Source: an optimization exercise on an open RTL-to-GDS flow (aim: a short achievable clock period and few clock cycles). Production flows keep margins and buffers that such runs may drop. Only simulation tests tie the RTL to the original design; equivalence was not proved. Power is estimated from default activity; no workload was simulated.

## red
==> flow/design.v (excerpt) <==
module rv_core (
    input  logic          clk,
    input  logic          rst_n,
    output rv_pkg::word_t imem_addr,
    input  rv_pkg::word_t imem_insn,
    output rv_pkg::word_t dmem_addr,
    output rv_pkg::word_t dmem_wdata,
    output logic          dmem_wen
);
Size: roughly 8,000 cells after synthesis, roughly 1,500 flip-flops.
Settings: LEC_CHECK=0, ABC_AREA=1, CAP_MARGIN=20, CORE_MARGIN=2, CORE_UTILIZATION=40, CTS_CLUSTER_DIAMETER=60, CTS_CLUSTER_SIZE=20, SETUP_SLACK_MARGIN=4, SLEW_MARGIN=20; clock period 6.0 ns.
run.sh (not shown) runs the stock make flow with config.mk's settings and CLKGATE_MAP_FILE= SYNTH_SCRIPT=/design/flow/synth_recipe.tcl, a recipe that flattens the netlist after the stock synthesis.
Testbench counts of red, summed over its fixed seeds: cycles 3,088.
> inputs changed (red -> green)
--- a/flow/design.v
+++ b/flow/design.v
@@ -21,40 +21,29 @@
 `default_nettype wire
 `default_nettype none
 module fetch_pc (
     input  logic          clk,
     input  logic          rst_n,
     output rv_pkg::word_t imem_addr,
     input  rv_pkg::word_t imem_insn,
     output rv_pkg::word_t insn,       
     output logic          valid       
 );
-    logic [29:0] pc;        
-    logic [29:0] pc_next;   
-    logic        run;       
+    logic [29:0] pc;   
     assign imem_addr = {pc, 2'b00};
     always_ff @(posedge clk or negedge rst_n) begin
         if (!rst_n) begin
-            run   <= 1'b0;
+            pc    <= '0;
             valid <= 1'b0;
         end else begin
-            run   <= 1'b1;
-            valid <= run;
-        end
-    end
-    always_ff @(posedge clk) begin
-        if (!run) begin
-            pc      <= 30'd0;
-            pc_next <= 30'd1;
-        end else begin
-            pc      <= pc_next;
-            pc_next <= pc_next + 30'd1;
+            pc    <= pc + 30'd1;
+            valid <= 1'b1;
         end
     end
     always_ff @(posedge clk) begin
         insn <= imem_insn;
     end
 endmodule
 `default_nettype wire
 `default_nettype none
 module hazard_ctrl (
     input  rv_pkg::reg_idx_t rs,        
@@ -122,44 +111,42 @@
             endcase
         end
     end
 endmodule
 `default_nettype wire
 `default_nettype none
 module reg_file (
     input  logic          clk,
     input  logic [31:0]   sel1,     
     input  logic [31:0]   sel2,
-    input  logic [31:0]   sel1h_n,  
-    input  logic [31:0]   sel2h_n,
     input  logic          byp1,     
     input  logic          byp2,
     output rv_pkg::word_t rdata1,
     output rv_pkg::word_t rdata2,
     input  logic          we,
     input  rv_pkg::reg_idx_t waddr,
     input  rv_pkg::word_t wdata
 );
     rv_pkg::word_t regs [1:31];
     always_ff @(posedge clk) begin
         for (int i = 1; i < 32; i++) begin
             if (we && waddr == 5'(i)) begin
                 regs[i] <= wdata;
             end
         end
     end
     always_comb begin
         rdata1 = '0;
         rdata2 = '0;
         for (int i = 1; i < 32; i++) begin
-            rdata1 = rdata1 | (regs[i] & {{16{!sel1h_n[i]}}, {16{sel1[i]}}});
-            rdata2 = rdata2 | (regs[i] & {{16{!sel2h_n[i]}}, {16{sel2[i]}}});
+            rdata1 = rdata1 | (regs[i] & {32{sel1[i]}});
+            rdata2 = rdata2 | (regs[i] & {32{sel2[i]}});
         end
         if (byp1) rdata1 = wdata;
         if (byp2) rdata2 = wdata;
     end
 endmodule
 `default_nettype wire
 `default_nettype none
 module prefix_carry (
     input  logic [31:0] g,
     input  logic [31:0] p,
@@ -307,31 +294,30 @@
     logic [31:0] f_sel1, f_sel2;
     hazard_ctrl u_hz1 (
         .rs (imem_insn[19:15]), .id_wr, .id_rd, .ex_wr, .ex_rd,
         .fwd_ex (f_fwd1), .fwd_wb (f_byp1), .rf_sel (f_sel1)
     );
     hazard_ctrl u_hz2 (
         .rs (imem_insn[24:20]), .id_wr, .id_rd, .ex_wr, .ex_rd,
         .fwd_ex (f_fwd2), .fwd_wb (f_byp2), .rf_sel (f_sel2)
     );
     logic        d_fwd1, d_fwd2, d_byp1, d_byp2;
-    logic [31:0] d_sel1, d_sel2, d_sel1h_n, d_sel2h_n;
-    stage_reg #(.width(132)) u_if_id (
+    logic [31:0] d_sel1, d_sel2;
+    stage_reg #(.width(68)) u_if_id (
         .clk,
-        .d ({f_fwd1, f_fwd2, f_byp1, f_byp2, f_sel1, f_sel2, ~f_sel1, ~f_sel2}),
-        .q ({d_fwd1, d_fwd2, d_byp1, d_byp2, d_sel1, d_sel2, d_sel1h_n, d_sel2h_n})
+        .d ({f_fwd1, f_fwd2, f_byp1, f_byp2, f_sel1, f_sel2}),
+        .q ({d_fwd1, d_fwd2, d_byp1, d_byp2, d_sel1, d_sel2})
     );
     rv_pkg::word_t rf1, rf2;
     reg_file u_regs (
         .clk,
-        .sel1 (d_sel1), .sel2 (d_sel2), .sel1h_n (d_sel1h_n), .sel2h_n (d_sel2h_n),
-        .byp1 (d_byp1), .byp2 (d_byp2),
+        .sel1 (d_sel1), .sel2 (d_sel2), .byp1 (d_byp1), .byp2 (d_byp2),
         .rdata1 (rf1), .rdata2 (rf2),
         .we (wb_we), .waddr (wb_rd), .wdata (wb_data)
     );
     rv_pkg::word_t alu_sum, alu_result;
     rv_pkg::word_t ex_t, ex_g, ex_sa_l, ex_sa_r, ex_sd;
     logic [3:0]    ex_shl1, ex_shl4, ex_shr1, ex_shr4;
     logic          ex_shl16, ex_shr16, ex_fill, ex_cin;
     logic [rv_pkg::sel_w-1:0] ex_sel, id_exsel;
     logic          id_sll, id_sr, id_sub, fw1, fw2;
     assign id_sub = id_sel[rv_pkg::sel_sub] | id_sel[rv_pkg::sel_slt] | id_sel[rv_pkg::sel_sltu];
## What came out
green went all the way through the flow, and no timing, DRC or antenna check failed.
Sequential share of layout area came out lower on green than on red.
green vs. red: total via count in the routed design down 2.2%; total power shows a reduction of 4.2%.
Summary of the comparison: layout-stage area growth over the synthesis result is higher in green, relative to red.
| die area | higher: red |
Diff red -> green: actual slew at the worst max-slew pin went down, post-layout instance area down about 3.2%, total wire length after detailed routing went down, clock sink total shows a reduction of 93, buffering overhead increased by 0.99 points relative to the old numbers.
In green, global-route usage is higher than in red.
Testbench counts of green, summed over its fixed seeds: cycles 3,080.

[static timing again, ports no longer ideal]
The flow's constraints put no driver on any port. The routed layouts listed below were extracted and timed again, unchanged, in two steps. Step 1 (the two cells are an assumption about what drives the block):
set clk [get_ports {clk}]
set_driving_cell -lib_cell sky130_fd_sc_hd__clkbuf_16 $clk
set_driving_cell -lib_cell sky130_fd_sc_hd__buf_2 [delete_from_list [all_inputs] $clk]
Step 2, shift: input delay + t, output delay - t, t = (earliest + latest rising clock arrival at the registers) / 2. This alone moves slack from input paths to output paths. a / b / c = no drivers / after step 1 / after step 2; a / b = the first two.
run	t, ns	setup WS [ns]	worst data-port slew with drivers (ns)
red	0.893	3.427 / 3.409 / 3.126	0.24
green	0.865	3.425 / 3.345 / 3.246	0.25
After both steps setup and hold are still met in every run listed. For red, which loses most, drivers alone change the setup slack by -0.018 ns; drivers and shift together by -0.301 ns.
